What follows belongs to an exercise in optimizing a design on an open flow for small area and a short achievable clock period; a production flow would make more cautious choices. In this exercise RTL edits were held to simulation tests only and were not proved equivalent to the original.

## flow/design.v (module list and top-level ports; edited modules follow where they fit)
// module dds_sine: 43 lines
// module dds_sine_rom: 2187 lines
// module dds_g_a211oi_1: 3 lines
// module dds_g_a21oi_1: 3 lines
// module dds_g_a221oi_1: 3 lines
// module dds_g_a221oi_2: 3 lines
// module dds_g_a22oi_1: 3 lines
// module dds_g_a31o_1: 3 lines
// module dds_g_a31oi_1: 3 lines
// module dds_g_a32oi_1: 3 lines
// module dds_g_buf_2: 3 lines
// module dds_g_buf_6: 3 lines
// module dds_g_clkbuf_1: 3 lines
// module dds_g_inv_1: 3 lines
// module dds_g_inv_2: 3 lines
// module dds_g_inv_4: 3 lines
// module dds_g_inv_6: 3 lines
// module dds_g_inv_8: 3 lines
// module dds_g_lpflow_clkbufkapwr_1: 3 lines
// module dds_g_lpflow_clkinvkapwr_1: 3 lines
// module dds_g_nand2_1: 3 lines
// module dds_g_nand2_2: 3 lines
// module dds_g_nand2_4: 3 lines
// module dds_g_nand3_1: 3 lines
// module dds_g_nand3b_1: 3 lines
// module dds_g_nand4_1: 3 lines
// module dds_g_nor2_1: 3 lines
// module dds_g_nor2_2: 3 lines
// module dds_g_nor2_4: 3 lines
// module dds_g_nor3_1: 3 lines
// module dds_g_o2111ai_1: 3 lines
// module dds_g_o211ai_1: 3 lines
// module dds_g_o211ai_2: 3 lines
// module dds_g_o21a_1: 3 lines
// module dds_g_o21ai_0: 3 lines
// module dds_g_o21ai_1: 3 lines
// module dds_g_o21ai_2: 3 lines
// module dds_g_o221ai_1: 3 lines
// module dds_g_o22ai_1: 3 lines
// module dds_g_o311ai_0: 3 lines
// module dds_g_o311ai_1: 3 lines
// module dds_g_o31ai_1: 3 lines
// module dds_g_o32ai_1: 3 lines
// module dds_g_xnor2_2: 3 lines
// module dds_fir_gen: 1611 lines
// module dds_fa: 4 lines
// module dds_ha: 4 lines
module dds_fir_gen (
   input  logic        aclk_0,
   input  logic        aresetn_0,
   input  logic [31:0] pinc_0,
   output logic [31:0] m_axis_data_tdata_0,
   output logic        M_AXIS_DATA_0_tvalid
);
  // ...
==> flow/run.sh <==
#!/bin/bash
# synth_recipe.tcl (not shown) runs the flow's synth.tcl, then flattens the netlist and writes it again
# the make line also repeats each setting of config.mk as NAME=value (left out here)
make -C /OpenROAD-flow-scripts/flow DESIGN_CONFIG=/design/flow/config.mk WORK_HOME=/design/flow/orfs CLKGATE_MAP_FILE= SYNTH_SCRIPT=/design/flow/synth_recipe.tcl finish
==> flow/config.mk <==
export PLATFORM = sky130hd
export DESIGN_NAME = dds_fir_gen
export DESIGN_NICKNAME = dds_fir_gen
export VERILOG_FILES = /design/flow/design.v
export SDC_FILE = /design/flow/constraint.sdc
export NUM_CORES = 4
export LEC_CHECK = 0
export CAP_MARGIN = 20
export CORE_MARGIN = 2
export CORE_UTILIZATION = 55
export CTS_BUF_LIST = sky130_fd_sc_hd__clkbuf_4 sky130_fd_sc_hd__clkbuf_8
export CTS_CLUSTER_SIZE = 30
export SETUP_SLACK_MARGIN = 4.5
export SLEW_MARGIN = 20
export SYNTH_HIERARCHICAL = 1
==> flow/constraint.sdc <==
create_clock -name core_clock -period 8.0 [get_ports {aclk_0}]
set_input_delay 1.6000 -clock core_clock [delete_from_list [all_inputs] [get_ports {aclk_0}]]
set_output_delay 1.6000 -clock core_clock [all_outputs]
set_load 0.01 [all_outputs]
==> flow_summary.json, run 1 <==
{
  "status": "timing/DRC/antenna clean",
  "taps": 600,
  "n_fill_cell": 3582,
  "regMostFlops": "dl_q",
  "yosysTopAreaCell": "fa_1",
  "synth_top_family_by_area": "adder cells",
  "top_regs": "dl_q (208), cs2_q (48), cs1_q (44)",
  "synth_edf_count": 0,
  "timing.slew.headroom_pct": 29.5,
  "dp_slack_ps": 4110,
  "hpwl_um": 53100,
  "worst_slew_pin_slew_ps": 1060,
  "highest_layer": "met4",
  "route.detailed.drc": 0,
  "async_reset_ff_share_pct": 15.0,
  "yosysSeqAreaShare_pct": 35.4,
  "wl_um": 67500,
  "synthesis.area_mm2": 0.0250,
  "largest_class": "multi-input combinational cells",
  "first_iter_violations": 1465,
  "fin_crit_sh_pct": 42.6,
  "critPathLaunchType": "register",
  "fin_util_pct": 61.8,
  "max_freq_mhz": 293,
  "path_max_fanout": 3,
  "synth_xor_area_share_pct": 2.63,
  "worstHoldStart": "dl_q[7][5]"
}
==> run 2, diff against run 1 <==
--- a/flow/config.mk
+++ b/flow/config.mk
@@ -11,5 +11,5 @@
 export CTS_BUF_LIST = sky130_fd_sc_hd__clkbuf_4 sky130_fd_sc_hd__clkbuf_8
 export CTS_CLUSTER_SIZE = 30
-export SETUP_SLACK_MARGIN = 4.5
+export SETUP_SLACK_MARGIN = 5.0
 export SLEW_MARGIN = 20
 export SYNTH_HIERARCHICAL = 1
==> run 2 against run 1 <==
Critical path type unchanged. Highest routed layer unchanged. Routed wire length shrank 5.4%. Clock skew grew 1.6 ps.
==> flow_summary.json, run 2 <==
{
  "critPathLaunchType": "register",
  "mostFrequentLayoutCell": "dfxtp_1",
  "grt_max_degree": 65,
  "antenna_found_initial": 0,
  "synth_flop_cell": "dfxtp_1",
  "route.detailed.drc": 0,
  "gr-total-overflow": 0,
  "yosysSeqAreaShare_pct": 35.4,
  "synthAdderAreaFrac_pct": 39.6,
  "worstSetupEndpointType": "register",
  "finClkSkew_ps": 35.9,
  "hp-class": "reg2reg",
  "h-tree-depth": 3,
  "cts_made_buffers": 72,
  "setup_ws_ps": 4790,
  "drive_gt1_share_pct": 31.7,
  "synthesis.area_mm2": 0.0250,
  "insertion_delay_ps": 650,
  "first_iter_violations": 1294,
  "grt_pass1_wl_um": 101000,
  "multi_input_area_mm2": 0.0159,
  "max_freq_mhz": 312,
  "setup_viol": 0,
  "start_util_pct": 55.4,
  "rows": 78,
  "yosysTopAreaCell": "fa_1",
  "largest_reg_flops": 208,
  "dp_slack_ps": 4130,
  "first_pass_iters": 6,
  "critPathKind": "reg2reg",
  "rrSetupSlack_ps": 4790,
  "post-synth-top-area-fraction_pct": 35.1,
  "wire_per_inst_um": 23.0,
  "hold_violations": 0,
  "n_antenna_cell": 0,
  "worstHoldStart": "dl_q[7][2]",
  "num_vias": 15800,
  "top_regs": "dl_q (208), cs2_q (48), cs1_q (44)",
  "rsz0062_at_grt": "yes",
  "worst_ep_required_time_ps": 8520,
  "design_area_mm2": 0.0290,
  "regMostFlops": "dl_q",
  "routed_via_density": 5.67,
  "async_reset_ff_share_pct": 15.0,
  "tritoncts": "built",
  "grt_pass1_vias": 17600,
  "clock_path_buffers": 3,
  "timing.slew.headroom_pct": 36.3,
  "wl_um": 63900,
  "fin_setup_tns_ps": 0,
  "core_area_mm2": 0.0451,
  "nets": 2681,
  "hpwl_um": 49700,
  "synth_area_leaders": "fa_1 35%, dfxtp_1 29%, dfrtp_1 6.4%",
  "grt_use_total_pct": 28.8,
  "postCtsHoldBufs": 0,
  "r2r_end": "cs2_q[23]",
  "mostFrequentLayoutCells": "241 x dfxtp_1, 221 x fa_1, 217 x fa_2",
  "holdPathStages": 0,
  "numClockSinks": 426,
  "ys_seq_elements": 426,
  "dpl-instance-area_mm2": 0.0266,
  "synth_edf_count": 0,
  "fin_crit_ps": 3210,
  "ys_types": 72,
  "n_fill_cell": 3502,
  "fin_crit_sh_pct": 40.1,
  "path_max_fanout": 5,
  "synthMuxAreaShare_pct": 0.0401,
  "synthSimpleGateAreaFrac_pct": 6.97,
  "maxCapViolCount": 0,
  "final_cells": 2778,
  "area_growth_syn_to_layout_pct": 16.2,
  "die_h_um": 217,
  "worstPathArrival_ps": 3720,
  "synth_top_family_by_area": "adder cells",
  "yosysMostFrequentCell": "fa_1",
  "status": "timing/DRC/antenna clean",
  "dp_cells": 2614,
  "postRouteAntennaNets": 0,
  "worst_slew_pin_slew_ps": 954,
  "finalWeightedCongestion": 1.02,
  "worstHoldEndpoint": "dl_q[8][2]",
  "reg2reg_depth": 6,
  "worstReg2RegStart": "dl_q[6][4]",
  "synth-compound-area-share_pct": 11.5,
  "syn_inst": 1988,
  "root_buffer": "clkbuf_8",
  "syn_avg_cell_area_um2": 12.6,
  "yosysWarnings": 9,
  "die_area_mm2": 0.0471,
  "slew_viol_final": 0,
  "die_w_um": 217,
  "synth_xor_area_share_pct": 2.63,
  "clk_pin_slew_worst_paths_ps": 70,
  "netlist_top_cells_count": "438 x fa_1, 362 x dfxtp_1, 162 x inv_1, 156 x nand2_1, 99 x nor2_1",
  "final-seq-area_mm2": 0.00916,
  "port_buffers": 59,
  "ios": 67
}
==> run 2: modules after synthesis, one instance, submodules excluded, excerpt <==
module	flip-flops and latches	cells	area [um^2]
dds_g_nand3b_1	0	1	7.51
dds_g_a211oi_1	0	1	12.5
dds_g_xnor2_2	0	1	8.76
dds_g_lpflow_clkbufkapwr_1	0	1	7.51
dds_g_inv_2	0	1	3.75
dds_g_inv_6	0	1	3.75
dds_g_nand3_1	0	1	5.00
dds_g_inv_1	0	1	3.75
dds_g_o221ai_1	0	1	15.0
dds_g_o22ai_1	0	1	6.26
==> run 2: layer usage <==
layer  wire, um  up-vias  track usage, %
met5          0        -               0
met3       4280      150            6.26
li1           -     6919               -
met2      31000      591            46.3
met4       2210        0            11.1
met1      26400     8094            38.5
==> run 2: layout make-up <==
class | count | area share, %
clock buffers | 113 | 4.78
inverters | 162 | 2.15
clock inverters | 19 | 0.845
flip-flops and latches | 426 | 31.6
repair buffers | 101 | 3.09
multi-input cells | 1357 | 55.0
well taps | 600 | 2.59
==> run 2: repair_timing <==
action,4_1_cts,5_1_grt
setup buffers,19,13
setup endpoints to repair,90,76
gates resized for setup,178,87
pin swaps,56,61
==> run 2: per-stage QoR <==
stage          hold WS [ps]  util (%)
3_3_place_gp            310      58.9
6_report                323      64.3
3_5_place_dp            312      58.9
4_1_cts                 322      63.6
5_1_grt                 327      64.3
2_1_floorplan           309         -
==> run 2: cell families (layout without fill, tap and decap cells) <==
| group | count (synthesis) | after routing |
|---|---|---|
| fa+ha+maj | 527 | 527 |
| flops | 426 | 426 |
| simple gates | 385 | 385 |
| compound gates | 362 | 362 |
| buf+inv | 211 | 395 |
| xor+xnor | 75 | 75 |
| other cells | 1 | 7 |
| mux | 1 | 1 |
==> run 2: worst max-delay path by stage <==
stage                 from  slack [ps]  depth (start not counted)               end
2_1_floorplan   dl_q[6][5]        4880                          6         cs2_q[17]
3_3_place_gp    pinc_0[11]        4160                         10  u_sine.mid_q[10]
3_5_place_dp    pinc_0[11]        4130                         10   u_sine.mid_q[8]
4_1_cts         dl_q[6][9]        4780                          6         cs2_q[33]
5_1_grt        dl_q[9][11]        4730                          6         cs2_q[35]
6_report        dl_q[6][4]        4790                          6         cs2_q[23]
==> run 2: critical path, stage by stage, from the launching register on <==
cell     delay, ps
dfxtp_4        400
fa_2           380
fa_2           550
fa_2           440
fa_2           360
fa_2           530
fa_1           420
==> run 3, diff against run 2 <==
--- a/flow/config.mk
+++ b/flow/config.mk
@@ -11,5 +11,5 @@
 export CTS_BUF_LIST = sky130_fd_sc_hd__clkbuf_4 sky130_fd_sc_hd__clkbuf_8
 export CTS_CLUSTER_SIZE = 30
-export SETUP_SLACK_MARGIN = 5.0
+export SETUP_SLACK_MARGIN = 4.8
 export SLEW_MARGIN = 20
 export SYNTH_HIERARCHICAL = 1
==> run 3 against run 2 <==
Clock skew is 3.5 ps lower. Critical path depth stayed put. Flip-flop and latch count stayed put. Via count is 0.93% higher. Core utilization is 0.78 points lower. First-iteration DRC count is 3.0% lower. Register-to-register slack worse by 60 ps. Critical path type unchanged.
==> flow_summary.json, run 3 <==
{
  "clk_pin_slew_worst_paths_ps": 60,
  "worstPathArrival_ps": 3800,
  "syn_inst": 1988,
  "regMostFlops": "dl_q",
  "wl_um": 69900,
  "postCtsHoldBufs": 0,
  "numClockSinks": 426,
  "timing.hold.ws_ps": 319,
  "port_buffers": 59,
  "hold_violations": 0,
  "core_area_mm2": 0.0451,
  "netlist_top_cells_count": "438 x fa_1, 362 x dfxtp_1, 162 x inv_1, 156 x nand2_1, 99 x nor2_1",
  "drive_gt1_share_pct": 26.9,
  "path_max_fanout": 5,
  "gr-total-overflow": 0,
  "dp_slack_ps": 4170,
  "mostFrequentLayoutCell": "fa_1",
  "yosysMostFrequentCell": "fa_1",
  "cp_slowest_stage_delay_ps": 600,
  "fin_crit_sh_pct": 40.9,
  "num_vias": 15900,
  "fin_crit_ps": 3270,
  "die_area_mm2": 0.0471,
  "rsz0062_at_grt": "yes",
  "async_reset_ff_share_pct": 15.0,
  "routed_via_density": 5.74,
  "antenna_found_initial": 1,
  "hpwl_um": 53700,
  "ios": 67,
  "yosysWarnings": 9,
  "first_iter_violations": 1255,
  "h-tree-depth": 3,
  "synth_flop_cell": "dfxtp_1",
  "post-synth-top-area-fraction_pct": 35.1,
  "worstSetupEndpointType": "register",
  "finClkSkew_ps": 32.4,
  "grt_use_total_pct": 31.3,
  "worst_ep_required_time_ps": 8530,
  "final_cells": 2769,
  "cp_common_cell": "fa_2",
  "hp-class": "reg2reg",
  "worst_slew_pin_slew_ps": 1020,
  "fin_setup_tns_ps": 0,
  "crit_chain": "fa_2 > fa_1 > fa_2 > fa_2 > fa_2 > fa_1",
  "ys_types": 72,
  "grt_pass1_wl_um": 108000,
  "critPathLaunchType": "register",
  "yosysSeqAreaShare_pct": 35.4,
  "first_pass_iters": 6,
  "grt_pass1_vias": 17500,
  "route.detailed.drc": 0,
  "syn_avg_cell_area_um2": 12.6,
  "start_util_pct": 55.4,
  "finalWeightedCongestion": 1.02,
  "mostFrequentLayoutCells": "282 x fa_1, 246 x dfxtp_1, 160 x inv_1",
  "maxCapViolCount": 0,
  "grt_max_degree": 65,
  "max_freq_mhz": 306,
  "slew_viol_final": 0,
  "area_growth_syn_to_layout_pct": 14.8,
  "cts_made_buffers": 76,
  "largest_reg_flops": 208,
  "crit_slowest_cell": "fa_2",
  "synth_area_leaders": "fa_1 35%, dfxtp_1 29%, dfrtp_1 6.4%",
  "rows": 78,
  "status": "timing/DRC/antenna clean",
  "setup_viol": 0,
  "die_h_um": 217,
  "setup_ws_ps": 4730,
  "ys_seq_elements": 426,
  "cp_num_buf_inv": 0,
  "tritoncts": "built",
  "wire_per_inst_um": 25.2,
  "dp_cells": 2619,
  "crit_family": "adder cells",
  "synthesis.area_mm2": 0.0250,
  "clock_path_buffers": 3,
  "nets": 2668,
  "insertion_delay_ps": 660,
  "synth_edf_count": 0,
  "die_w_um": 217,
  "yosysTopAreaCell": "fa_1",
  "top_regs": "dl_q (208), cs2_q (48), cs1_q (44)",
  "critPathKind": "reg2reg",
  "postRouteAntennaNets": 0,
  "root_buffer": "clkbuf_8",
  "timing.slew.headroom_pct": 31.7
}
==> run 3: cell counts after synthesis <==
Identical to the previous run, type by type.
==> run 3: layout make-up <==
cell class | count | area (um^2)
clock buffer | 112 | 1430
inverter | 162 | 612
timing repair buffer | 84 | 766
fill | 3462 | 16400
multi-input combinational | 1357 | 15600
clock inverter | 27 | 324
sequential | 426 | 9140
tap | 600 | 751
antenna | 1 | 2.50
==> run 3: layer usage <==
metal / vias to the layer above / part of all wire, % / track usage [%] / wire length, um
met5: - / 0 / 0 / 0
met4: 0 / 4.7 / 13.2 / 3280
met3: 204 / 6.1 / 6.86 / 4270
met2: 577 / 47 / 48.6 / 32700
met1: 8226 / 42 / 42.8 / 29700
li1: 6894 / - / - / -
==> run 3: worst reg2reg max path, cell delays in order (launching register included) <==
cell	delay, ps
dfxtp_4	380
fa_2	600
fa_1	450
fa_2	380
fa_2	370
fa_2	540
fa_1	430
==> run 3: Yosys stat by module, one instance, submodules excluded, a selection <==
module / cells / copies in the design
dds_g_nor2_4: 1 / 4
dds_g_nand2_4: 1 / 2
dds_g_nor2_2: 1 / 3
dds_g_a221oi_1: 1 / 4
dds_g_inv_1: 1 / 38
dds_g_lpflow_clkbufkapwr_1: 1 / 4
dds_g_inv_4: 1 / 1
dds_g_a32oi_1: 1 / 5
dds_g_buf_2: 1 / 5
dds_g_inv_8: 1 / 1
==> run 3: final timing paths <==
path	cells after the start	endpoint	start	slack, ps
worst max-delay path	6	cs1_q[19]	dl_q[1][4]	4730
worst max register to register	6	cs1_q[19]	dl_q[1][4]	4730
max in group asynchronous	2	y_q[13]	aresetn_0	6230
worst min-delay path	0	dl_q[5][7]	dl_q[4][7]	320
worst min register to register	0	dl_q[5][7]	dl_q[4][7]	320
min in group asynchronous	2	u_sine.hi_q[3]	aresetn_0	1110
==> run 3: through the flow <==
| stage | util, % | cell area (um^2) |
|---|---|---|
| finish | 63.6 | 28700 |
| global route | 63.5 | 28700 |
| CTS | 63.0 | 28400 |
| detailed placement | 58.0 | 26100 |
| global placement | 58.0 | 26100 |
| floorplan | - | 25000 |
==> run 3: what timing repair did <==
item	CTS	global route
gates resized for setup	238	96
setup buffers	7	3
endpoints found under the setup margin	74	48
pin swaps	27	27
==> run 3: kinds of logic after synthesis <==
group                      after synthesis  share of synthesized area, %
AOI/OAI and AO/OA                      362                          11.5
xor gates and xnor gates                75                          2.63
adders and majority gates              527                          39.6
buffers and inverters                  211                          3.79
DFF                                    426                          35.4
muxes                                    1                        0.0401
other                                    1                        0.0150
and+or+nand+nor                        385                          6.97

## afterwards: timing with drivers on the ports
In the flow no input, the clock included, has a driving cell. The finished layouts below were timed again as built, in two steps.
Step 1, drivers: a clkbuf_16 drives aclk_0 and a buf_2 each remaining input, both assumed.
Step 2 also shifts input and output timing later by t, the mid clock arrival at the registers, as if the neighbouring blocks saw the same clock.
a / b / c = ideal ports / drivers / drivers and shift; a / b = the first two.
run	shift t [ns]	setup WS [ns]	clock arrival spread, ns	worst data-port slew with drivers (ns)
run 1	0.703	4.588 / 4.588 / 4.085	0.035 / 0.034	0.06
run 2	0.689	4.793 / 4.793 / 4.438	0.039 / 0.038	0.07
run 3	0.698	4.729 / 4.729 / 4.213	0.033 / 0.033	0.09
After both steps setup and hold are still met in every run listed. The setup slack of run 3, which loses most, moves by 0.000 ns with the drivers and by -0.516 ns with both steps.
